What follows belongs to an exercise in optimizing a design on an open flow for small area, a short achievable clock period and few clock cycles per item; a production flow would make more cautious choices. No functional check of the RTL was part of any run shown here.

## flow/design.v (module list and top-level ports; edited modules follow where they fit)
// module iir_fa: 10 lines
// module iir_ha: 9 lines
// module iir_df1_biquad_axis: 1049 lines
module iir_df1_biquad_axis
#(
    parameter int unsigned coeff_width  = 16,
    parameter int unsigned inout_width  = 16,
    parameter int unsigned scale_factor = 14,
    parameter int          a1_int_coeff = -31880,
    parameter int          a2_int_coeff = 15531,
    parameter int          bo_int_coeff = 167,
    parameter int          b1_int_coeff = -302,
    parameter int          b2_int_coeff = 167
) (
    input  logic                          clk,
    input  logic                          rst,
    input  logic                          s_axis_tvalid,
    input  logic signed [inout_width-1:0] s_axis_tdata,
    output logic                          m_axis_tready,
    output logic signed [inout_width-1:0] m_axis_tdata,
    output logic                          m_axis_tvalid
);
  // ...
==> flow/run.sh <==
#!/bin/bash
# synth_recipe.tcl (not shown) runs the flow's synth.tcl, then flattens the netlist and writes it again
# the make line also repeats each setting of config.mk as NAME=value (left out here)
make -C /OpenROAD-flow-scripts/flow DESIGN_CONFIG=/design/flow/config.mk WORK_HOME=/design/flow/orfs CLKGATE_MAP_FILE= SYNTH_SCRIPT=/design/flow/synth_recipe.tcl finish
==> flow/config.mk <==
export PLATFORM = sky130hd
export DESIGN_NAME = iir_df1_biquad_axis
export DESIGN_NICKNAME = iir_df1_biquad_axis
export VERILOG_FILES = /design/flow/design.v
export SDC_FILE = /design/flow/constraint.sdc
export NUM_CORES = 4
export LEC_CHECK = 0
export ABC_AREA = 1
export CAP_MARGIN = 20
export CORE_MARGIN = 2
export CORE_UTILIZATION = 40
export CTS_BUF_LIST = sky130_fd_sc_hd__clkbuf_8
export SETUP_SLACK_MARGIN = 3.0
export SLEW_MARGIN = 20
export SYNTH_HIERARCHICAL = 1
export SYNTH_MINIMUM_KEEP_SIZE = 0
==> flow/constraint.sdc <==
create_clock -name core_clock -period 7.0 [get_ports {clk}]
set_input_delay 1.4000 -clock core_clock [delete_from_list [all_inputs] [get_ports {clk}]]
set_output_delay 1.4000 -clock core_clock [all_outputs]
set_load 0.01 [all_outputs]
==> metrics.md, run 1 <==
| Metric | Value |
|---|---|
| Status | finished clean |
| Mapped Avg Cell Area | approximately 9.6 um^2 |
| Die area | approximately 31,000 um^2 |
| Fill count | about 2,800 |
| Sequential element share of the synthesized area | between 20% and 30% |
| Top flop regs | ga_q: 27 flops, gb_q: 23 flops, t_q: 18 flops |
| DRT met1 WL | between 10,000 and 15,000 um |
| Initial Utilization | about two fifths |
| WHS Endpoint | hx2_q[11] |
| Multi-input gates | slightly below 900 |
| Synth Area in Simple Gates | around 15% |
| Measured slew at the worst slew-check pin | 1030 ps |
| Reg-to-reg startpoint | y1_q[11] |
| ANT cells | 0 |
| Post-CTS Resized | 0 |
| First-pass detailed-route iteration total | 4 |
| Main synth FF type | dfxtp_1 |
| Largest net degree at the start of global routing | 46 |
| Largest register FFs | 27 |
| GRT met1 Usage | roughly a quarter |
| Clk_skew | between 15 and 20 ps |
| WL final | roughly 26,000 um |
| Final Instance Area | about 13,000 um^2 |
| Area leader, netlist | fa_1 |
| Placed cell area | approximately 13,000 um^2 |
| Port bufs | 35 |
| Ys async rst share | 0% |
| CTS Buf Count | 17 |
| Number of hold-repair buffers added at the cts stage | 0 |
| Clock buffer depth | 2 |
| Maximum clock rate | 0.272 GHz |
| CP Launch Point | y1_q[11] |
| Layout Utilization | between 40 and 50% |
| Post-Synthesis Cells | around 1,300 |
| Post CTS Setup Buffer Count | 0 |
| Largest family of logic cells by synthesized area | adder cells |
| Buf+Inv Stages, Crit Path | 1 |
| Reg2reg end | y1_q[13] |
| Num sequential | 136 |
==> inputs of run 2 (changes only) <==
--- a/flow/design.v
+++ b/flow/design.v
@@ -6,16 +6,23 @@
     input  logic b,
     input  logic c,
     output logic s,
     output logic co
 );
     assign s  = a ^ b ^ c;
     assign co = (a & b) | (a & c) | (b & c);
 endmodule
+module iir_x2 (
+    input  logic a,
+    input  logic b,
+    output logic s
+);
+    assign s = a ^ b;
+endmodule
 module iir_ha (
     input  logic a,
     input  logic b,
     output logic s,
     output logic co
 );
     assign s  = a ^ b;
     assign co = a & b;
@@ -40,17 +47,17 @@
     output logic                          m_axis_tvalid
 );
     logic        v1_q, v2_q, v3_q;        
     logic [15:0] hx1_q, hx2_q;            
     logic [15:0] y1_q;                    
     logic [15:0] yb_q;                    
     logic signed [17:0] t_d, t_q;
     logic [31:0]  ga_d, ga_q;
-    logic [31:7] gb_d, gb_q;
+    logic [31:8] gb_d, gb_q;
     logic         gc_d, gc_q;
     logic         c29;
     logic [2:0]   top0, top1;
     logic         ok0, ok1, hi_ok, sgn;
     logic [15:0]  y_sat;
     logic tt1, tt2, tt3, tt4, tt5, tt6, tt7, tt8, tt9, tt10, tt11, tt12;
     logic tt13, tt14, tt15, tt16, tt17, tt18, tt19, tt20, tt21, tt22, tt23, tt24;
     logic tt25, tt26, tt27, tt28, tt29, tt30, tt31, tt32, tt33, tt34, tt35, tt36;
@@ -256,49 +263,49 @@
     assign taP33 = taP25 & taP21;
     logic taG34, taP34;
     assign taG34 = tag[16] | (tap[16] & taG33);
     assign taP34 = tap[16] & taP33;
     logic taG35, taP35;
     assign taG35 = taG9 | (taP9 & taG33);
     assign taP35 = taP9 & taP33;
     logic tax0;
-    iir_ha u_tax0 (.a(hx2_q[0]), .b(s_axis_tdata[0]), .s(tax0), .co());
+    iir_x2 u_tax0 (.a(hx2_q[0]), .b(s_axis_tdata[0]), .s(tax0));
     logic tax1;
-    iir_ha u_tax1 (.a(tt43), .b(s_axis_tdata[1]), .s(tax1), .co());
+    iir_x2 u_tax1 (.a(tt43), .b(s_axis_tdata[1]), .s(tax1));
     logic tax2;
-    iir_ha u_tax2 (.a(tt45), .b(tt47), .s(tax2), .co());
+    iir_x2 u_tax2 (.a(tt45), .b(tt47), .s(tax2));
     logic tax3;
-    iir_ha u_tax3 (.a(tt48), .b(tt50), .s(tax3), .co());
+    iir_x2 u_tax3 (.a(tt48), .b(tt50), .s(tax3));
     logic tax4;
-    iir_ha u_tax4 (.a(tt51), .b(tt53), .s(tax4), .co());
+    iir_x2 u_tax4 (.a(tt51), .b(tt53), .s(tax4));
     logic tax5;
-    iir_ha u_tax5 (.a(tt54), .b(tt56), .s(tax5), .co());
+    iir_x2 u_tax5 (.a(tt54), .b(tt56), .s(tax5));
     logic tax6;
-    iir_ha u_tax6 (.a(tt57), .b(tt59), .s(tax6), .co());
+    iir_x2 u_tax6 (.a(tt57), .b(tt59), .s(tax6));
     logic tax7;
-    iir_ha u_tax7 (.a(tt60), .b(tt62), .s(tax7), .co());
+    iir_x2 u_tax7 (.a(tt60), .b(tt62), .s(tax7));
     logic tax8;
-    iir_ha u_tax8 (.a(tt63), .b(tt65), .s(tax8), .co());
+    iir_x2 u_tax8 (.a(tt63), .b(tt65), .s(tax8));
     logic tax9;
-    iir_ha u_tax9 (.a(tt66), .b(tt68), .s(tax9), .co());
+    iir_x2 u_tax9 (.a(tt66), .b(tt68), .s(tax9));
     logic tax10;
-    iir_ha u_tax10 (.a(tt69), .b(tt71), .s(tax10), .co());
+    iir_x2 u_tax10 (.a(tt69), .b(tt71), .s(tax10));
     logic tax11;
-    iir_ha u_tax11 (.a(tt72), .b(tt74), .s(tax11), .co());
+    iir_x2 u_tax11 (.a(tt72), .b(tt74), .s(tax11));
     logic tax12;
-    iir_ha u_tax12 (.a(tt75), .b(tt77), .s(tax12), .co());
+    iir_x2 u_tax12 (.a(tt75), .b(tt77), .s(tax12));
     logic tax13;
-    iir_ha u_tax13 (.a(tt78), .b(tt80), .s(tax13), .co());
+    iir_x2 u_tax13 (.a(tt78), .b(tt80), .s(tax13));
     logic tax14;
-    iir_ha u_tax14 (.a(tt81), .b(tt83), .s(tax14), .co());
+    iir_x2 u_tax14 (.a(tt81), .b(tt83), .s(tax14));
     logic tax15;
-    iir_ha u_tax15 (.a(tt84), .b(tt86), .s(tax15), .co());
+    iir_x2 u_tax15 (.a(tt84), .b(tt86), .s(tax15));
     logic tax16;
-    iir_ha u_tax16 (.a(tt87), .b(tt88), .s(tax16), .co());
+    iir_x2 u_tax16 (.a(tt87), .b(tt88), .s(tax16));
     assign t_d = {((tt89 ^ 1'b1) ^ taG34), (tax16 ^ taG33), (tax15 ^ taG32), (tax14 ^ taG31), (tax13 ^ taG30), (tax12 ^ taG29), (tax11 ^ taG28), (tax10 ^ taG27), (tax9 ^ taG26), (tax8 ^ taG21), (tax7 ^ taG20), (tax6 ^ taG19), (tax5 ^ taG18), (tax4 ^ taG11), (tax3 ^ taG10), (tax2 ^ taG1), (tax1 ^ tag[0]), (tax0 ^ 1'b0)};
     logic gt1, gt2, gt3, gt4, gt5, gt6, gt7, gt8, gt9, gt10, gt11, gt12;
     logic gt13, gt14, gt15, gt16, gt17, gt18, gt19, gt20, gt21, gt22, gt23, gt24;
     logic gt25, gt26, gt27, gt28, gt29, gt30, gt31, gt32, gt33, gt34, gt35, gt36;
     logic gt37, gt38, gt39, gt40, gt41, gt42, gt43, gt44, gt45, gt46, gt47, gt48;
     logic gt49, gt50, gt51, gt52, gt53, gt54, gt55, gt56, gt57, gt58, gt59, gt60;
     logic gt61, gt62, gt63, gt64, gt65, gt66, gt67, gt68, gt69, gt70, gt71, gt72;
     logic gt73, gt74, gt75, gt76, gt77, gt78, gt79, gt80, gt81, gt82, gt83, gt84;
@@ -559,186 +566,197 @@
     assign gt393 = ~gt263;
     iir_fa u_gt394 (.a(gt393), .b(gt326), .c(gt327), .s(gt394), .co(gt395));
     assign gt396 = ~gt330;
     iir_fa u_gt397 (.a(gt396), .b(gt272), .c(gt328), .s(gt397), .co(gt398));
     assign gt399 = ~gt274;
     iir_fa u_gt400 (.a(gt332), .b(gt399), .c(gt331), .s(gt400), .co(gt401));
     iir_ha u_gt402 (.a(yb_q[12]), .b(gt334), .s(gt402), .co(gt403));
     assign gt404 = ~yb_q[12] & gt334;
-    logic [6:0] glg, glp;
+    logic [7:0] glg, glp;
     assign glg[0] = t_q[0] & yb_q[0];
     assign glp[0] = t_q[0] | yb_q[0];
     assign glg[1] = ~t_q[0] & ~gt335;
     assign glp[1] = ~t_q[0] | ~gt335;
     assign glg[2] = gt337 & gt339;
     assign glp[2] = gt337 | gt339;
     assign glg[3] = gt340 & gt342;
     assign glp[3] = gt340 | gt342;
     assign glg[4] = gt343 & gt344;
     assign glp[4] = gt343 | gt344;
     assign glg[5] = gt345 & gt346;
     assign glp[5] = gt345 | gt346;
     assign glg[6] = gt347 & gt348;
     assign glp[6] = gt347 | gt348;
+    assign glg[7] = gt349 & gt350;
+    assign glp[7] = gt349 | gt350;
     logic glG1, glP1;
     assign glG1 = glg[1] | (glp[1] & glg[0]);
     assign glP1 = glp[1] & glp[0];
     logic glG2, glP2;
     assign glG2 = glg[3] | (glp[3] & glg[2]);
     assign glP2 = glp[3] & glp[2];
     logic glG3, glP3;
     assign glG3 = glg[5] | (glp[5] & glg[4]);
     assign glP3 = glp[5] & glp[4];
     logic glG4, glP4;
-    assign glG4 = glg[2] | (glp[2] & glG1);
-    assign glP4 = glp[2] & glP1;
+    assign glG4 = glg[7] | (glp[7] & glg[6]);
+    assign glP4 = glp[7] & glp[6];
     logic glG5, glP5;
-    assign glG5 = glG2 | (glP2 & glG1);
-    assign glP5 = glP2 & glP1;
+    assign glG5 = glg[2] | (glp[2] & glG1);
+    assign glP5 = glp[2] & glP1;
     logic glG6, glP6;
-    assign glG6 = glg[6] | (glp[6] & glG3);
-    assign glP6 = glp[6] & glP3;
+    assign glG6 = glG2 | (glP2 & glG1);
+    assign glP6 = glP2 & glP1;
     logic glG7, glP7;
-    assign glG7 = glg[4] | (glp[4] & glG5);
-    assign glP7 = glp[4] & glP5;
+    assign glG7 = glg[6] | (glp[6] & glG3);
+    assign glP7 = glp[6] & glP3;
     logic glG8, glP8;
-    assign glG8 = glG3 | (glP3 & glG5);
-    assign glP8 = glP3 & glP5;
+    assign glG8 = glG4 | (glP4 & glG3);
+    assign glP8 = glP4 & glP3;
     logic glG9, glP9;
-    assign glG9 = glG6 | (glP6 & glG5);
-    assign glP9 = glP6 & glP5;
+    assign glG9 = glg[4] | (glp[4] & glG6);
+    assign glP9 = glp[4] & glP6;
+    logic glG10, glP10;
+    assign glG10 = glG3 | (glP3 & glG6);
+    assign glP10 = glP3 & glP6;
+    logic glG11, glP11;
+    assign glG11 = glG7 | (glP7 & glG6);
+    assign glP11 = glP7 & glP6;
+    logic glG12, glP12;
+    assign glG12 = glG8 | (glP8 & glG6);
+    assign glP12 = glP8 & glP6;
     logic glx0;
-    iir_ha u_glx0 (.a(t_q[0]), .b(yb_q[0]), .s(glx0), .co());
+    iir_x2 u_glx0 (.a(t_q[0]), .b(yb_q[0]), .s(glx0));
     logic glx1;
-    iir_ha u_glx1 (.a(~t_q[0]), .b(~gt335), .s(glx1), .co());
+    iir_x2 u_glx1 (.a(~t_q[0]), .b(~gt335), .s(glx1));
     logic glx2;
-    iir_ha u_glx2 (.a(gt337), .b(gt339), .s(glx2), .co());
+    iir_x2 u_glx2 (.a(gt337), .b(gt339), .s(glx2));
     logic glx3;
-    iir_ha u_glx3 (.a(gt340), .b(gt342), .s(glx3), .co());
+    iir_x2 u_glx3 (.a(gt340), .b(gt342), .s(glx3));
     logic glx4;
-    iir_ha u_glx4 (.a(gt343), .b(gt344), .s(glx4), .co());
+    iir_x2 u_glx4 (.a(gt343), .b(gt344), .s(glx4));
     logic glx5;
-    iir_ha u_glx5 (.a(gt345), .b(gt346), .s(glx5), .co());
+    iir_x2 u_glx5 (.a(gt345), .b(gt346), .s(glx5));
     logic glx6;
-    iir_ha u_glx6 (.a(gt347), .b(gt348), .s(glx6), .co());
-    assign ga_d = {1'b1, 1'b0, ~yb_q[14], ~yb_q[13], gt404, gt401, ~gt398, ~gt395, ~gt392, ~gt389, ~gt386, gt383, gt380, ~gt377, gt374, gt371, gt368, gt365, gt362, gt359, gt357, gt355, gt353, gt351, gt349, (glx6 ^ glG8), (glx5 ^ glG7), (glx4 ^ glG5), (glx3 ^ glG4), (glx2 ^ glG1), (glx1 ^ glg[0]), (glx0 ^ 1'b0)};
-    assign gb_d = {1'b0, 1'b0, yb_q[15], yb_q[14], yb_q[13], ~gt402, gt400, ~gt397, ~gt394, ~gt391, ~gt388, ~gt385, gt382, gt379, ~gt376, gt373, gt370, gt367, gt364, gt361, gt358, gt356, gt354, gt352, gt350};
-    assign gc_d = glG9;
+    iir_x2 u_glx6 (.a(gt347), .b(gt348), .s(glx6));
+    logic glx7;
+    iir_x2 u_glx7 (.a(gt349), .b(gt350), .s(glx7));
+    assign ga_d = {1'b1, 1'b0, ~yb_q[14], ~yb_q[13], gt404, gt401, ~gt398, ~gt395, ~gt392, ~gt389, ~gt386, gt383, gt380, ~gt377, gt374, gt371, gt368, gt365, gt362, gt359, gt357, gt355, gt353, gt351, (glx7 ^ glG11), (glx6 ^ glG10), (glx5 ^ glG9), (glx4 ^ glG6), (glx3 ^ glG5), (glx2 ^ glG1), (glx1 ^ glg[0]), (glx0 ^ 1'b0)};
+    assign gb_d = {1'b0, 1'b0, yb_q[15], yb_q[14], yb_q[13], ~gt402, gt400, ~gt397, ~gt394, ~gt391, ~gt388, ~gt385, gt382, gt379, ~gt376, gt373, gt370, gt367, gt364, gt361, gt358, gt356, gt354, gt352};
+    assign gc_d = glG12;
     logic lt1, lt2, lt3, lt4, lt5, lt6, lt7, lt8, lt9, lt10, lt11, lt12;
     logic lt13, lt14, lt15, lt16, lt17, lt18, lt19, lt20, lt21, lt22, lt23, lt24;
     logic lt25, lt26, lt27, lt28, lt29, lt30, lt31, lt32, lt33, lt34, lt35, lt36;
     logic lt37, lt38, lt39, lt40, lt41, lt42, lt43, lt44, lt45, lt46, lt47, lt48;
     logic lt49, lt50, lt51, lt52, lt53, lt54, lt55, lt56, lt57, lt58, lt59, lt60;
     logic lt61, lt62, lt63, lt64, lt65, lt66, lt67, lt68, lt69, lt70, lt71, lt72;
     logic lt73, lt74, lt75, lt76, lt77, lt78, lt79, lt80, lt81, lt82, lt83, lt84;
     logic lt85, lt86, lt87, lt88, lt89, lt90, lt91, lt92, lt93, lt94, lt95, lt96;
     logic lt97, lt98, lt99, lt100, lt101, lt102, lt103, lt104, lt105, lt106, lt107, lt108;
     logic lt109, lt110, lt111, lt112, lt113, lt114, lt115, lt116, lt117, lt118, lt119, lt120;
     logic lt121, lt122, lt123, lt124, lt125, lt126, lt127, lt128, lt129, lt130, lt131, lt132;
     logic lt133, lt134, lt135, lt136, lt137, lt138, lt139, lt140, lt141, lt142, lt143, lt144;
     logic lt145, lt146, lt147, lt148, lt149, lt150, lt151, lt152, lt153, lt154, lt155, lt156;
-    logic lt157, lt158, lt159, lt160, lt161, lt162, lt163, lt164, lt165, lt166, lt167, lt168;
-    iir_ha u_lt1 (.a(ga_q[7]), .b(gb_q[7]), .s(lt1), .co(lt2));
-    iir_ha u_lt3 (.a(ga_q[8]), .b(gb_q[8]), .s(lt3), .co(lt4));
-    iir_ha u_lt5 (.a(ga_q[9]), .b(gb_q[9]), .s(lt5), .co(lt6));
-    iir_fa u_lt7 (.a(ga_q[10]), .b(gb_q[10]), .c(y1_q[7]), .s(lt7), .co(lt8));
-    iir_fa u_lt9 (.a(ga_q[11]), .b(gb_q[11]), .c(y1_q[8]), .s(lt9), .co(lt10));
-    iir_fa u_lt11 (.a(ga_q[12]), .b(gb_q[12]), .c(y1_q[9]), .s(lt11), .co(lt12));
-    iir_fa u_lt13 (.a(ga_q[13]), .b(gb_q[13]), .c(y1_q[10]), .s(lt13), .co(lt14));
-    iir_fa u_lt15 (.a(ga_q[14]), .b(gb_q[14]), .c(y1_q[11]), .s(lt15), .co(lt16));
-    iir_fa u_lt17 (.a(ga_q[15]), .b(gb_q[15]), .c(y1_q[12]), .s(lt17), .co(lt18));
-    iir_ha u_lt19 (.a(y1_q[8]), .b(y1_q[0]), .s(lt19), .co(lt20));
-    iir_fa u_lt21 (.a(ga_q[16]), .b(gb_q[16]), .c(y1_q[13]), .s(lt21), .co(lt22));
-    assign lt23 = ~y1_q[6];
-    iir_fa u_lt24 (.a(y1_q[9]), .b(y1_q[1]), .c(lt23), .s(lt24), .co(lt25));
-    iir_fa u_lt26 (.a(ga_q[17]), .b(gb_q[17]), .c(y1_q[14]), .s(lt26), .co(lt27));
-    assign lt28 = ~y1_q[7];
-    iir_fa u_lt29 (.a(y1_q[10]), .b(y1_q[2]), .c(lt28), .s(lt29), .co(lt30));
-    iir_fa u_lt31 (.a(ga_q[18]), .b(gb_q[18]), .c(y1_q[11]), .s(lt31), .co(lt32));
-    assign lt33 = ~y1_q[3];
-    iir_fa u_lt34 (.a(lt33), .b(y1_q[15]), .c(y1_q[8]), .s(lt34), .co(lt35));
-    iir_fa u_lt36 (.a(ga_q[19]), .b(gb_q[19]), .c(y1_q[12]), .s(lt36), .co(lt37));
-    iir_ha u_lt38 (.a(y1_q[4]), .b(y1_q[9]), .s(lt38), .co(lt39));
-    assign lt40 = y1_q[4] & ~y1_q[9];
-    iir_fa u_lt41 (.a(ga_q[20]), .b(gb_q[20]), .c(y1_q[13]), .s(lt41), .co(lt42));
-    iir_ha u_lt43 (.a(y1_q[5]), .b(y1_q[10]), .s(lt43), .co(lt44));
-    assign lt45 = y1_q[5] & ~y1_q[10];
-    iir_fa u_lt46 (.a(ga_q[21]), .b(gb_q[21]), .c(y1_q[14]), .s(lt46), .co(lt47));
-    iir_ha u_lt48 (.a(y1_q[6]), .b(y1_q[11]), .s(lt48), .co(lt49));
-    assign lt50 = y1_q[6] & ~y1_q[11];
-    iir_fa u_lt51 (.a(ga_q[22]), .b(gb_q[22]), .c(y1_q[7]), .s(lt51), .co(lt52));
-    iir_ha u_lt53 (.a(y1_q[15]), .b(y1_q[12]), .s(lt53), .co(lt54));
-    assign lt55 = ~(y1_q[15] | y1_q[12]);
-    iir_fa u_lt56 (.a(ga_q[23]), .b(gb_q[23]), .c(y1_q[8]), .s(lt56), .co(lt57));
-    iir_ha u_lt58 (.a(ga_q[24]), .b(gb_q[24]), .s(lt58), .co(lt59));
-    iir_ha u_lt60 (.a(ga_q[25]), .b(gb_q[25]), .s(lt60), .co(lt61));
-    iir_ha u_lt62 (.a(gc_q), .b(y1_q[4]), .s(lt62), .co(lt63));
-    iir_fa u_lt64 (.a(y1_q[5]), .b(y1_q[1]), .c(lt2), .s(lt64), .co(lt65));
-    iir_fa u_lt66 (.a(y1_q[6]), .b(y1_q[2]), .c(lt4), .s(lt66), .co(lt67));
-    assign lt68 = ~y1_q[0];
-    iir_fa u_lt69 (.a(y1_q[3]), .b(lt68), .c(lt6), .s(lt69), .co(lt70));
-    iir_fa u_lt71 (.a(y1_q[4]), .b(lt8), .c(lt9), .s(lt71), .co(lt72));
-    iir_fa u_lt73 (.a(y1_q[5]), .b(lt10), .c(lt11), .s(lt73), .co(lt74));
-    iir_fa u_lt75 (.a(y1_q[6]), .b(lt12), .c(lt13), .s(lt75), .co(lt76));
-    iir_fa u_lt77 (.a(y1_q[7]), .b(lt14), .c(lt15), .s(lt77), .co(lt78));
-    iir_fa u_lt79 (.a(lt19), .b(lt16), .c(lt17), .s(lt79), .co(lt80));
-    iir_fa u_lt81 (.a(lt20), .b(lt18), .c(lt21), .s(lt81), .co(lt82));
-    iir_fa u_lt83 (.a(lt22), .b(lt26), .c(lt25), .s(lt83), .co(lt84));
-    iir_fa u_lt85 (.a(lt27), .b(lt31), .c(lt30), .s(lt85), .co(lt86));
-    assign lt87 = ~lt38;
-    iir_fa u_lt88 (.a(lt87), .b(lt32), .c(lt36), .s(lt88), .co(lt89));
-    iir_fa u_lt90 (.a(lt40), .b(lt37), .c(lt41), .s(lt90), .co(lt91));
-    iir_fa u_lt92 (.a(lt45), .b(lt42), .c(lt46), .s(lt92), .co(lt93));
-    iir_fa u_lt94 (.a(lt50), .b(lt53), .c(lt47), .s(lt94), .co(lt95));
-    iir_fa u_lt96 (.a(lt55), .b(lt52), .c(lt56), .s(lt96), .co(lt97));
-    assign lt98 = ~y1_q[14];
-    iir_fa u_lt99 (.a(y1_q[9]), .b(lt98), .c(lt58), .s(lt99), .co(lt100));
-    iir_fa u_lt101 (.a(y1_q[15]), .b(y1_q[10]), .c(lt59), .s(lt101), .co(lt102));
-    iir_fa u_lt103 (.a(ga_q[26]), .b(gb_q[26]), .c(y1_q[11]), .s(lt103), .co(lt104));
-    iir_ha u_lt105 (.a(ga_q[27]), .b(gb_q[27]), .s(lt105), .co(lt106));
-    iir_ha u_lt107 (.a(ga_q[28]), .b(gb_q[28]), .s(lt107), .co(lt108));
-    iir_ha u_lt109 (.a(ga_q[29]), .b(gb_q[29]), .s(lt109), .co(lt110));
-    iir_ha u_lt111 (.a(y1_q[0]), .b(lt62), .s(lt111), .co(lt112));
-    iir_fa u_lt113 (.a(lt63), .b(lt3), .c(lt64), .s(lt113), .co(lt114));
-    iir_fa u_lt115 (.a(lt5), .b(lt65), .c(lt66), .s(lt115), .co(lt116));
-    iir_fa u_lt117 (.a(lt7), .b(lt67), .c(lt69), .s(lt117), .co(lt118));
-    assign lt119 = ~y1_q[1];
-    iir_fa u_lt120 (.a(lt119), .b(lt70), .c(lt71), .s(lt120), .co(lt121));
-    assign lt122 = ~y1_q[2];
-    iir_fa u_lt123 (.a(lt122), .b(lt72), .c(lt73), .s(lt123), .co(lt124));
-    iir_fa u_lt125 (.a(lt33), .b(lt74), .c(lt75), .s(lt125), .co(lt126));
-    assign lt127 = ~y1_q[4];
-    iir_fa u_lt128 (.a(lt127), .b(lt76), .c(lt77), .s(lt128), .co(lt129));
-    assign lt130 = ~y1_q[5];
-    iir_fa u_lt131 (.a(lt130), .b(lt78), .c(lt79), .s(lt131), .co(lt132));
-    iir_fa u_lt133 (.a(lt24), .b(lt80), .c(lt81), .s(lt133), .co(lt134));
-    iir_fa u_lt135 (.a(lt29), .b(lt82), .c(lt83), .s(lt135), .co(lt136));
-    assign lt137 = ~lt34;
-    iir_fa u_lt138 (.a(lt137), .b(lt84), .c(lt85), .s(lt138), .co(lt139));
-    assign lt140 = ~lt35;
-    iir_fa u_lt141 (.a(lt140), .b(lt88), .c(lt86), .s(lt141), .co(lt142));
-    assign lt143 = ~lt43;
-    iir_fa u_lt144 (.a(lt143), .b(lt89), .c(lt90), .s(lt144), .co(lt145));
-    assign lt146 = ~lt48;
-    iir_fa u_lt147 (.a(lt146), .b(lt91), .c(lt92), .s(lt147), .co(lt148));
-    iir_fa u_lt149 (.a(lt51), .b(lt93), .c(lt94), .s(lt149), .co(lt150));
-    assign lt151 = ~y1_q[13];
-    iir_fa u_lt152 (.a(lt151), .b(lt95), .c(lt96), .s(lt152), .co(lt153));
-    iir_fa u_lt154 (.a(lt57), .b(lt99), .c(lt97), .s(lt154), .co(lt155));
-    iir_fa u_lt156 (.a(lt60), .b(lt100), .c(lt101), .s(lt156), .co(lt157));
-    iir_fa u_lt158 (.a(lt61), .b(lt103), .c(lt102), .s(lt158), .co(lt159));
-    iir_fa u_lt160 (.a(y1_q[12]), .b(lt105), .c(lt104), .s(lt160), .co(lt161));
-    iir_fa u_lt162 (.a(y1_q[13]), .b(lt106), .c(lt107), .s(lt162), .co(lt163));
-    iir_fa u_lt164 (.a(y1_q[14]), .b(lt108), .c(lt109), .s(lt164), .co(lt165));
-    iir_ha u_lt166 (.a(y1_q[15]), .b(lt110), .s(lt166), .co(lt167));
-    assign lt168 = ~y1_q[15] & lt110;
+    logic lt157, lt158, lt159, lt160, lt161, lt162, lt163, lt164;
+    iir_ha u_lt1 (.a(ga_q[8]), .b(gb_q[8]), .s(lt1), .co(lt2));
+    iir_ha u_lt3 (.a(ga_q[9]), .b(gb_q[9]), .s(lt3), .co(lt4));
+    iir_fa u_lt5 (.a(ga_q[10]), .b(gb_q[10]), .c(y1_q[7]), .s(lt5), .co(lt6));
+    iir_fa u_lt7 (.a(ga_q[11]), .b(gb_q[11]), .c(y1_q[8]), .s(lt7), .co(lt8));
+    iir_fa u_lt9 (.a(ga_q[12]), .b(gb_q[12]), .c(y1_q[9]), .s(lt9), .co(lt10));
+    iir_fa u_lt11 (.a(ga_q[13]), .b(gb_q[13]), .c(y1_q[10]), .s(lt11), .co(lt12));
+    iir_fa u_lt13 (.a(ga_q[14]), .b(gb_q[14]), .c(y1_q[11]), .s(lt13), .co(lt14));
+    iir_fa u_lt15 (.a(ga_q[15]), .b(gb_q[15]), .c(y1_q[12]), .s(lt15), .co(lt16));
+    iir_ha u_lt17 (.a(y1_q[8]), .b(y1_q[0]), .s(lt17), .co(lt18));
+    iir_fa u_lt19 (.a(ga_q[16]), .b(gb_q[16]), .c(y1_q[13]), .s(lt19), .co(lt20));
+    assign lt21 = ~y1_q[6];
+    iir_fa u_lt22 (.a(y1_q[9]), .b(y1_q[1]), .c(lt21), .s(lt22), .co(lt23));
+    iir_fa u_lt24 (.a(ga_q[17]), .b(gb_q[17]), .c(y1_q[14]), .s(lt24), .co(lt25));
+    assign lt26 = ~y1_q[7];
+    iir_fa u_lt27 (.a(y1_q[10]), .b(y1_q[2]), .c(lt26), .s(lt27), .co(lt28));
+    iir_fa u_lt29 (.a(ga_q[18]), .b(gb_q[18]), .c(y1_q[11]), .s(lt29), .co(lt30));
+    assign lt31 = ~y1_q[3];
+    iir_fa u_lt32 (.a(lt31), .b(y1_q[15]), .c(y1_q[8]), .s(lt32), .co(lt33));
+    iir_fa u_lt34 (.a(ga_q[19]), .b(gb_q[19]), .c(y1_q[12]), .s(lt34), .co(lt35));
+    iir_ha u_lt36 (.a(y1_q[4]), .b(y1_q[9]), .s(lt36), .co(lt37));
+    assign lt38 = y1_q[4] & ~y1_q[9];
+    iir_fa u_lt39 (.a(ga_q[20]), .b(gb_q[20]), .c(y1_q[13]), .s(lt39), .co(lt40));
+    iir_ha u_lt41 (.a(y1_q[5]), .b(y1_q[10]), .s(lt41), .co(lt42));
+    assign lt43 = y1_q[5] & ~y1_q[10];
+    iir_fa u_lt44 (.a(ga_q[21]), .b(gb_q[21]), .c(y1_q[14]), .s(lt44), .co(lt45));
+    iir_ha u_lt46 (.a(y1_q[6]), .b(y1_q[11]), .s(lt46), .co(lt47));
+    assign lt48 = y1_q[6] & ~y1_q[11];
+    iir_fa u_lt49 (.a(ga_q[22]), .b(gb_q[22]), .c(y1_q[7]), .s(lt49), .co(lt50));
+    iir_ha u_lt51 (.a(y1_q[15]), .b(y1_q[12]), .s(lt51), .co(lt52));
+    assign lt53 = ~(y1_q[15] | y1_q[12]);
+    iir_fa u_lt54 (.a(ga_q[23]), .b(gb_q[23]), .c(y1_q[8]), .s(lt54), .co(lt55));
+    iir_ha u_lt56 (.a(ga_q[24]), .b(gb_q[24]), .s(lt56), .co(lt57));
+    iir_ha u_lt58 (.a(ga_q[25]), .b(gb_q[25]), .s(lt58), .co(lt59));
+    iir_ha u_lt60 (.a(gc_q), .b(y1_q[5]), .s(lt60), .co(lt61));
+    iir_fa u_lt62 (.a(y1_q[6]), .b(y1_q[2]), .c(lt2), .s(lt62), .co(lt63));
+    assign lt64 = ~y1_q[0];
+    iir_fa u_lt65 (.a(y1_q[3]), .b(lt64), .c(lt4), .s(lt65), .co(lt66));
+    iir_fa u_lt67 (.a(y1_q[4]), .b(lt6), .c(lt7), .s(lt67), .co(lt68));
+    iir_fa u_lt69 (.a(y1_q[5]), .b(lt8), .c(lt9), .s(lt69), .co(lt70));
+    iir_fa u_lt71 (.a(y1_q[6]), .b(lt10), .c(lt11), .s(lt71), .co(lt72));
+    iir_fa u_lt73 (.a(y1_q[7]), .b(lt12), .c(lt13), .s(lt73), .co(lt74));
+    iir_fa u_lt75 (.a(lt17), .b(lt14), .c(lt15), .s(lt75), .co(lt76));
+    iir_fa u_lt77 (.a(lt18), .b(lt16), .c(lt19), .s(lt77), .co(lt78));
+    iir_fa u_lt79 (.a(lt20), .b(lt24), .c(lt23), .s(lt79), .co(lt80));
+    iir_fa u_lt81 (.a(lt25), .b(lt29), .c(lt28), .s(lt81), .co(lt82));
+    assign lt83 = ~lt36;
+    iir_fa u_lt84 (.a(lt83), .b(lt30), .c(lt34), .s(lt84), .co(lt85));
+    iir_fa u_lt86 (.a(lt38), .b(lt35), .c(lt39), .s(lt86), .co(lt87));
+    iir_fa u_lt88 (.a(lt43), .b(lt40), .c(lt44), .s(lt88), .co(lt89));
+    iir_fa u_lt90 (.a(lt48), .b(lt51), .c(lt45), .s(lt90), .co(lt91));
+    iir_fa u_lt92 (.a(lt53), .b(lt50), .c(lt54), .s(lt92), .co(lt93));
+    assign lt94 = ~y1_q[14];
+    iir_fa u_lt95 (.a(y1_q[9]), .b(lt94), .c(lt56), .s(lt95), .co(lt96));
+    iir_fa u_lt97 (.a(y1_q[15]), .b(y1_q[10]), .c(lt57), .s(lt97), .co(lt98));
+    iir_fa u_lt99 (.a(ga_q[26]), .b(gb_q[26]), .c(y1_q[11]), .s(lt99), .co(lt100));
+    iir_ha u_lt101 (.a(ga_q[27]), .b(gb_q[27]), .s(lt101), .co(lt102));
+    iir_ha u_lt103 (.a(ga_q[28]), .b(gb_q[28]), .s(lt103), .co(lt104));
+    iir_ha u_lt105 (.a(ga_q[29]), .b(gb_q[29]), .s(lt105), .co(lt106));
+    iir_ha u_lt107 (.a(ga_q[7]), .b(y1_q[4]), .s(lt107), .co(lt108));
+    iir_fa u_lt109 (.a(y1_q[1]), .b(lt60), .c(lt1), .s(lt109), .co(lt110));
+    iir_fa u_lt111 (.a(lt61), .b(lt3), .c(lt62), .s(lt111), .co(lt112));
+    iir_fa u_lt113 (.a(lt5), .b(lt63), .c(lt65), .s(lt113), .co(lt114));
+    assign lt115 = ~y1_q[1];
+    iir_fa u_lt116 (.a(lt115), .b(lt66), .c(lt67), .s(lt116), .co(lt117));
+    assign lt118 = ~y1_q[2];
+    iir_fa u_lt119 (.a(lt118), .b(lt68), .c(lt69), .s(lt119), .co(lt120));
+    iir_fa u_lt121 (.a(lt31), .b(lt70), .c(lt71), .s(lt121), .co(lt122));
+    assign lt123 = ~y1_q[4];
+    iir_fa u_lt124 (.a(lt123), .b(lt72), .c(lt73), .s(lt124), .co(lt125));
+    assign lt126 = ~y1_q[5];
+    iir_fa u_lt127 (.a(lt126), .b(lt74), .c(lt75), .s(lt127), .co(lt128));
+    iir_fa u_lt129 (.a(lt22), .b(lt76), .c(lt77), .s(lt129), .co(lt130));
+    iir_fa u_lt131 (.a(lt27), .b(lt78), .c(lt79), .s(lt131), .co(lt132));
+    assign lt133 = ~lt32;
+    iir_fa u_lt134 (.a(lt133), .b(lt80), .c(lt81), .s(lt134), .co(lt135));
+    assign lt136 = ~lt33;
+    iir_fa u_lt137 (.a(lt136), .b(lt84), .c(lt82), .s(lt137), .co(lt138));
+    assign lt139 = ~lt41;
+    iir_fa u_lt140 (.a(lt139), .b(lt85), .c(lt86), .s(lt140), .co(lt141));
+    assign lt142 = ~lt46;
+    iir_fa u_lt143 (.a(lt142), .b(lt87), .c(lt88), .s(lt143), .co(lt144));
+    iir_fa u_lt145 (.a(lt49), .b(lt89), .c(lt90), .s(lt145), .co(lt146));
+    assign lt147 = ~y1_q[13];
+    iir_fa u_lt148 (.a(lt147), .b(lt91), .c(lt92), .s(lt148), .co(lt149));
+    iir_fa u_lt150 (.a(lt55), .b(lt95), .c(lt93), .s(lt150), .co(lt151));
+    iir_fa u_lt152 (.a(lt58), .b(lt96), .c(lt97), .s(lt152), .co(lt153));
+    iir_fa u_lt154 (.a(lt59), .b(lt99), .c(lt98), .s(lt154), .co(lt155));
+    iir_fa u_lt156 (.a(y1_q[12]), .b(lt101), .c(lt100), .s(lt156), .co(lt157));
+    iir_fa u_lt158 (.a(y1_q[13]), .b(lt102), .c(lt103), .s(lt158), .co(lt159));
+    iir_fa u_lt160 (.a(y1_q[14]), .b(lt104), .c(lt105), .s(lt160), .co(lt161));
+    iir_ha u_lt162 (.a(y1_q[15]), .b(lt106), .s(lt162), .co(lt163));
+    assign lt164 = ~y1_q[15] & lt106;
     logic [31:0] la, lb;
-    assign la = {lt168, lt165, lt163, lt161, lt159, lt157, lt155, lt153, lt150, lt148, lt145, lt142, lt139, lt136, lt134, lt132, lt129, lt126, lt124, lt121, lt118, lt116, lt114, lt112, lt111, ga_q[6], ga_q[5], ga_q[4], ga_q[3], ga_q[2], ga_q[1], ga_q[0]};
-    assign lb = {1'b1, ~lt166, lt164, lt162, lt160, lt158, lt156, lt154, lt152, lt149, lt147, lt144, lt141, lt138, lt135, lt133, lt131, lt128, lt125, lt123, lt120, lt117, lt115, lt113, lt1, y1_q[3], y1_q[2], y1_q[1], y1_q[0], 1'b0, 1'b0, 1'b0};
+    assign la = {lt164, lt161, lt159, lt157, lt155, lt153, lt151, lt149, lt146, lt144, lt141, lt138, lt135, lt132, lt130, lt128, lt125, lt122, lt120, lt117, lt114, lt112, lt110, lt108, lt107, ga_q[6], ga_q[5], ga_q[4], ga_q[3], ga_q[2], ga_q[1], ga_q[0]};
+    assign lb = {1'b1, ~lt162, lt160, lt158, lt156, lt154, lt152, lt150, lt148, lt145, lt143, lt140, lt137, lt134, lt131, lt129, lt127, lt124, lt121, lt119, lt116, lt113, lt111, lt109, y1_q[0], y1_q[3], y1_q[2], y1_q[1], y1_q[0], 1'b0, 1'b0, 1'b0};
     logic [28:14] cs;
     logic [28:0] lcg, lcp;
     assign lcg[0] = la[0] & lb[0];
     assign lcp[0] = la[0] | lb[0];
     assign lcg[1] = la[1] & lb[1];
     assign lcp[1] = la[1] | lb[1];
     assign lcg[2] = la[2] & lb[2];
     assign lcp[2] = la[2] | lb[2];
@@ -991,45 +1009,45 @@
     assign lcP65 = lcP52 & lcP49;
     logic lcG66, lcP66;
     assign lcG66 = lcG53 | (lcP53 & lcG49);
     assign lcP66 = lcP53 & lcP49;
     logic lcG67, lcP67;
     assign lcG67 = lcG54 | (lcP54 & lcG49);
     assign lcP67 = lcP54 & lcP49;
     logic lcx14;
-    iir_ha u_lcx14 (.a(la[14]), .b(lb[14]), .s(lcx14), .co());
+    iir_x2 u_lcx14 (.a(la[14]), .b(lb[14]), .s(lcx14));
     logic lcx15;
-    iir_ha u_lcx15 (.a(la[15]), .b(lb[15]), .s(lcx15), .co());
+    iir_x2 u_lcx15 (.a(la[15]), .b(lb[15]), .s(lcx15));
     logic lcx16;
-    iir_ha u_lcx16 (.a(la[16]), .b(lb[16]), .s(lcx16), .co());
+    iir_x2 u_lcx16 (.a(la[16]), .b(lb[16]), .s(lcx16));
     logic lcx17;
-    iir_ha u_lcx17 (.a(la[17]), .b(lb[17]), .s(lcx17), .co());
+    iir_x2 u_lcx17 (.a(la[17]), .b(lb[17]), .s(lcx17));
     logic lcx18;
-    iir_ha u_lcx18 (.a(la[18]), .b(lb[18]), .s(lcx18), .co());
+    iir_x2 u_lcx18 (.a(la[18]), .b(lb[18]), .s(lcx18));
     logic lcx19;
-    iir_ha u_lcx19 (.a(la[19]), .b(lb[19]), .s(lcx19), .co());
+    iir_x2 u_lcx19 (.a(la[19]), .b(lb[19]), .s(lcx19));
     logic lcx20;
-    iir_ha u_lcx20 (.a(la[20]), .b(lb[20]), .s(lcx20), .co());
+    iir_x2 u_lcx20 (.a(la[20]), .b(lb[20]), .s(lcx20));
     logic lcx21;
-    iir_ha u_lcx21 (.a(la[21]), .b(lb[21]), .s(lcx21), .co());
+    iir_x2 u_lcx21 (.a(la[21]), .b(lb[21]), .s(lcx21));
     logic lcx22;
-    iir_ha u_lcx22 (.a(la[22]), .b(lb[22]), .s(lcx22), .co());
+    iir_x2 u_lcx22 (.a(la[22]), .b(lb[22]), .s(lcx22));
     logic lcx23;
-    iir_ha u_lcx23 (.a(la[23]), .b(lb[23]), .s(lcx23), .co());
+    iir_x2 u_lcx23 (.a(la[23]), .b(lb[23]), .s(lcx23));
     logic lcx24;
-    iir_ha u_lcx24 (.a(la[24]), .b(lb[24]), .s(lcx24), .co());
+    iir_x2 u_lcx24 (.a(la[24]), .b(lb[24]), .s(lcx24));
     logic lcx25;
-    iir_ha u_lcx25 (.a(la[25]), .b(lb[25]), .s(lcx25), .co());
+    iir_x2 u_lcx25 (.a(la[25]), .b(lb[25]), .s(lcx25));
     logic lcx26;
-    iir_ha u_lcx26 (.a(la[26]), .b(lb[26]), .s(lcx26), .co());
+    iir_x2 u_lcx26 (.a(la[26]), .b(lb[26]), .s(lcx26));
     logic lcx27;
-    iir_ha u_lcx27 (.a(la[27]), .b(lb[27]), .s(lcx27), .co());
+    iir_x2 u_lcx27 (.a(la[27]), .b(lb[27]), .s(lcx27));
     logic lcx28;
-    iir_ha u_lcx28 (.a(la[28]), .b(lb[28]), .s(lcx28), .co());
+    iir_x2 u_lcx28 (.a(la[28]), .b(lb[28]), .s(lcx28));
     assign cs = {(lcx28 ^ lcG66), (lcx27 ^ lcG65), (lcx26 ^ lcG64), (lcx25 ^ lcG63), (lcx24 ^ lcG62), (lcx23 ^ lcG61), (lcx22 ^ lcG60), (lcx21 ^ lcG59), (lcx20 ^ lcG58), (lcx19 ^ lcG57), (lcx18 ^ lcG56), (lcx17 ^ lcG55), (lcx16 ^ lcG49), (lcx15 ^ lcG48), (lcx14 ^ lcG47)};
     assign c29 = lcG67;
     assign top0  = la[31:29] + lb[31:29];
     assign top1  = la[31:29] + lb[31:29] + 3'd1;
     assign ok0   = (top0 == 3'b000) || (top0 == 3'b111);
     assign ok1   = (top1 == 3'b000) || (top1 == 3'b111);
     assign hi_ok = c29 ? ok1 : ok0;
     assign sgn   = c29 ? top1[2] : top0[2];
==> flow/config.mk (replaced) <==
export PLATFORM = sky130hd
export DESIGN_NAME = iir_df1_biquad_axis
export DESIGN_NICKNAME = iir_df1_biquad_axis
export VERILOG_FILES = /design/flow/design.v
export SDC_FILE = /design/flow/constraint.sdc
export NUM_CORES = 4
export LEC_CHECK = 0
export ABC_AREA = 1
export CAP_MARGIN = 20
export CORE_MARGIN = 2
export CORE_UTILIZATION = 40
export SETUP_SLACK_MARGIN = 3.2
export SLEW_MARGIN = 20
export SYNTH_HIERARCHICAL = 1
export SYNTH_MINIMUM_KEEP_SIZE = 0
==> metrics.md, run 2 <==
| Metric | Value |
|---|---|
| Share of cells above drive strength 1 | a little under a tenth |
| CP endpoint kind | flip-flop |
| Maximum clock rate | 0.277 GHz (+1.7%) |
| Die area | 31,900 um^2 (+1.5%) |
| DRT iter0 DRCs | 475 |
| Post-Synthesis Cells | 1,407 (+12%) |
| Commonest non-fill, non-tap cell in the layout | nand2_1 |
| Pins Over Slew Limit | 0 |
| Cell Area, Synth | roughly 12,000 um^2 |
| Area leader, netlist | fa_1 |
| RD Place Congestion | between 0.8 and 0.9 |
| Maximum capacitance violations | 0 |
| CTS Buf Count | 17 (unchanged) |
| R2R Setup Slk | 3390 ps |
| Sequential element share of the synthesized area | 22.2% (-0.51 points) |
| Ports | 37 |
| Worst skew pair latency | around 420 ps |
| Row count | 63 |
| Antenna Nets Post-Route | 0 |
| Avg WL per Cell | between 10 and 15 um |
| Reg-to-reg startpoint | y1_q[6] |
| Critical Path RT | 7340 ps |
| CP max stage cell | fa_1 |
| Vias | around 8,500 |
| CP Launch Point | y1_q[6] |
| Most frequent cells in the layout | nand2_1, inv_1, fa_1, dfxtp_1, nor2_1 |
| Clock buffer depth | 2 (unchanged) |
| Worst-path fanout max | 7 |
| Final min period | between 3000 and 4000 ps |
| Final nets | ~1,700 |
| Yosys Warn Count | 7 |
| Post-Route Setup TNS | 0 ps |
| CP arrival | roughly 4000 ps |
| CP delay by family, top | adder cells |
| DRC viols | 0 |
| Number of hold-repair buffers added at the cts stage | 0 (unchanged) |
| Initial antenna violation count | 0 |
| Die width | approximately 180 um |
| Most frequent cell after synthesis | nand2_1 |
| Die height | 179 um |
| Hpwl dp | between 20,000 and 25,000 um |
| WL final | 26,700 um (+2.3%) |
| Post-synth cell types | 40 |
| Top post-synthesis cells by count | nand2_1, inv_1, fa_1 |
| Ys async rst share | 0% (unchanged) |
| ANT cells | 0 (unchanged) |
| Status | finished clean |
| CTS clk-pin slew, worst paths | about 60 ps |
| Launching element type of the critical path | flip-flop |
| CTS HTree Levels | 4 |
| Min-delay src | hx1_q[15] |
| Core area | about 30,000 um^2 |
| Critical path cell sequence | inv_1, fa_1, fa_1, fa_1, nor2_1, inv_1, nand3_1, nand2_1, nand2_2, nand2_2, a21oi_4, nand3b_1, nand2_4, nand2_4, nand2_2, nand2_1, a21oi_2 |
| Measured slew at the worst slew-check pin | 936 ps (-90.6 ps) |
| Clk_skew | 9.99 ps (-8.13 ps) |
| Total GRT Usage | between 15 and 20% |
| Slew margin rel. | between 30 and 40% |
| Post-synth top area share | between 30% and 40% |
| Main synth FF type | dfxtp_1 |
| Final setup viols | 0 |
| Post-DR vias/cell | roughly 4.6 |
| RSZ-0062 raised after global routing | yes |
| Largest net degree at the start of global routing | 43 (-6.5%) |
| Largest Register | ga_q |
| Root buf cell | clkbuf_16 |
| Kind of critical path | flip-flop to flip-flop |
| Mapped Avg Cell Area | 8.67 um^2 (-9.6%) |
| EDFF count, synth | 0 |
| Layout Utilization | 45.7% (+1.2 points) |
| Tcrit/Tclk final | between 50% and 60% |
| Synth area leaders | fa_1, dfxtp_1, nand2_1 |
| Initial Utilization | 40.8% (+0.30 points) |
| Delay of the slowest critical-path stage | 520 ps |
| Synthesis-stage register bit count | 135 |
| Port bufs | 35 (unchanged) |
| Top flop regs | ga_q: 27 flops, gb_q: 22 flops, t_q: 18 flops |
| Endpoints failing hold | 0 |
| Wire length of the first global-routing pass | about 44,000 um |
| Fin Hold WS | around 500 ps |
| # clock sinks | 135 |
| CTS tree | built |
| Vias in the first global route | about 8,500 |
| First-pass detailed-route iteration total | 7 (+3) |
| Total grt overflow | 0 |
| Synth Net Count | around 1,700 |
| Buf+Inv Stages, Crit Path | 2 (+1) |
| Hold Path Class | flip-flop to flip-flop |
| Layout area overhead | 12.0% |
| Largest register FFs | 27 (unchanged) |
run 2: cell types whose count changed in the layout (fill, tap and decap cells not counted), sizes merged, moves of 2 or more:
cell,before,now
ha,95,58
inv,209,288
buf,3,8
nand2,205,321
nor2,127,124
o21ai,76,78
run 2: kinds of logic after synthesis:
group                      share of synthesized area [%]
xor gates and xnor gates                            1.72
and+or+nand+nor                                     17.4
AOI/OAI and AO/OA                                   7.73
other                                             0.0307
buffers and inverters                               9.70
DFF                                                 22.2
adders and majority gates                           41.2
run 2: Yosys stat by module (local to each module, per instance):
module | copies in the design | cells | area, um^2 | flip-flops and latches
iir_fa | 214 | 1 | 20.0 | 0
iir_x2 | 37 | 5 | 18.8 | 0
iir_ha | 57 | 1 | 12.5 | 0
iir_df1_biquad_axis | 1 | 951 | 6510 | 135
run 2: worst paths after layout:
kind	end	cells past startpoint
worst max-delay path	yb_q[13]	17
worst min register to register	hx2_q[15]	2
worst max register to register	yb_q[13]	17
worst min-delay path	hx2_q[15]	2
run 2: final cells by class:
type,count,area [um^2]
repair buffers,43,410
well taps,390,488
fillers,2832,16200
inverters,283,1060
flip-flops and latches,135,2740
clock inverters,15,169
clock buffers,17,425
multi-input cells,966,8370
run 2: worst min-delay path, cell delays in order, from the launching register on:
cell     delay (ps)
dfxtp_1         330
nor2_1          100
nor2_1           50
run 2: timing repair:
| action | in CTS | in global routing |
|---|---|---|
| resized for setup | 7 | 23 |
| pin swaps | 0 | 4 |
| gates cloned | 0 | 1 |
| endpoints found under the setup margin | 30 | 31 |
| setup buffers | 0 | 6 |
run 2: per-layer routing:
layer | routed length [um] | GRT usage [%] | vias to the layer above
li1 | - | - | 4307
met1 | 13500 | 26.6 | 4055
met2 | 12000 | 28.0 | 150
met3 | 1010 | 2.56 | 9
met4 | 167 | 3.22 | 0
met5 | 0 | 0 | -
run 2: stage by stage:
stage / instances / area [um^2] / setup WS, ps
2_1_floorplan: 1407 / 12200 / 3590
3_3_place_gp: 1810 / 12900 / 3030
3_5_place_dp: 1810 / 12900 / 3000
4_1_cts: 1842 / 13500 / 3210
5_1_grt: 1849 / 13700 / 3180
6_report: 1849 / 13700 / 3390

re-timing with driven ports:
How much do the figures lean on ideal ports? The routed layouts below were timed once more, with nothing changed but the port constraints. Step 1 assumes that a clkbuf_16 drives the clock port and a buf_2 every other input. Step 2 also shifts input and output timing later by t, the mid clock arrival at the registers, as if the neighbouring blocks saw the same clock. a / b / c = ideal ports / drivers / drivers and shift; a / b = the first two.
run	t, ns	slack for setup (ns)	worst setup path after step 2	clock arrival spread, ns
run 1	0.488	3.326 / 3.326 / 3.142	input to register	0.018 / 0.019
run 2	0.460	3.387 / 3.387 / 3.097	input to register	0.010 / 0.010
After both steps setup and hold are still met in every run listed. For run 2, which loses most, drivers alone change the setup slack by 0.000 ns; drivers and shift together by -0.290 ns.
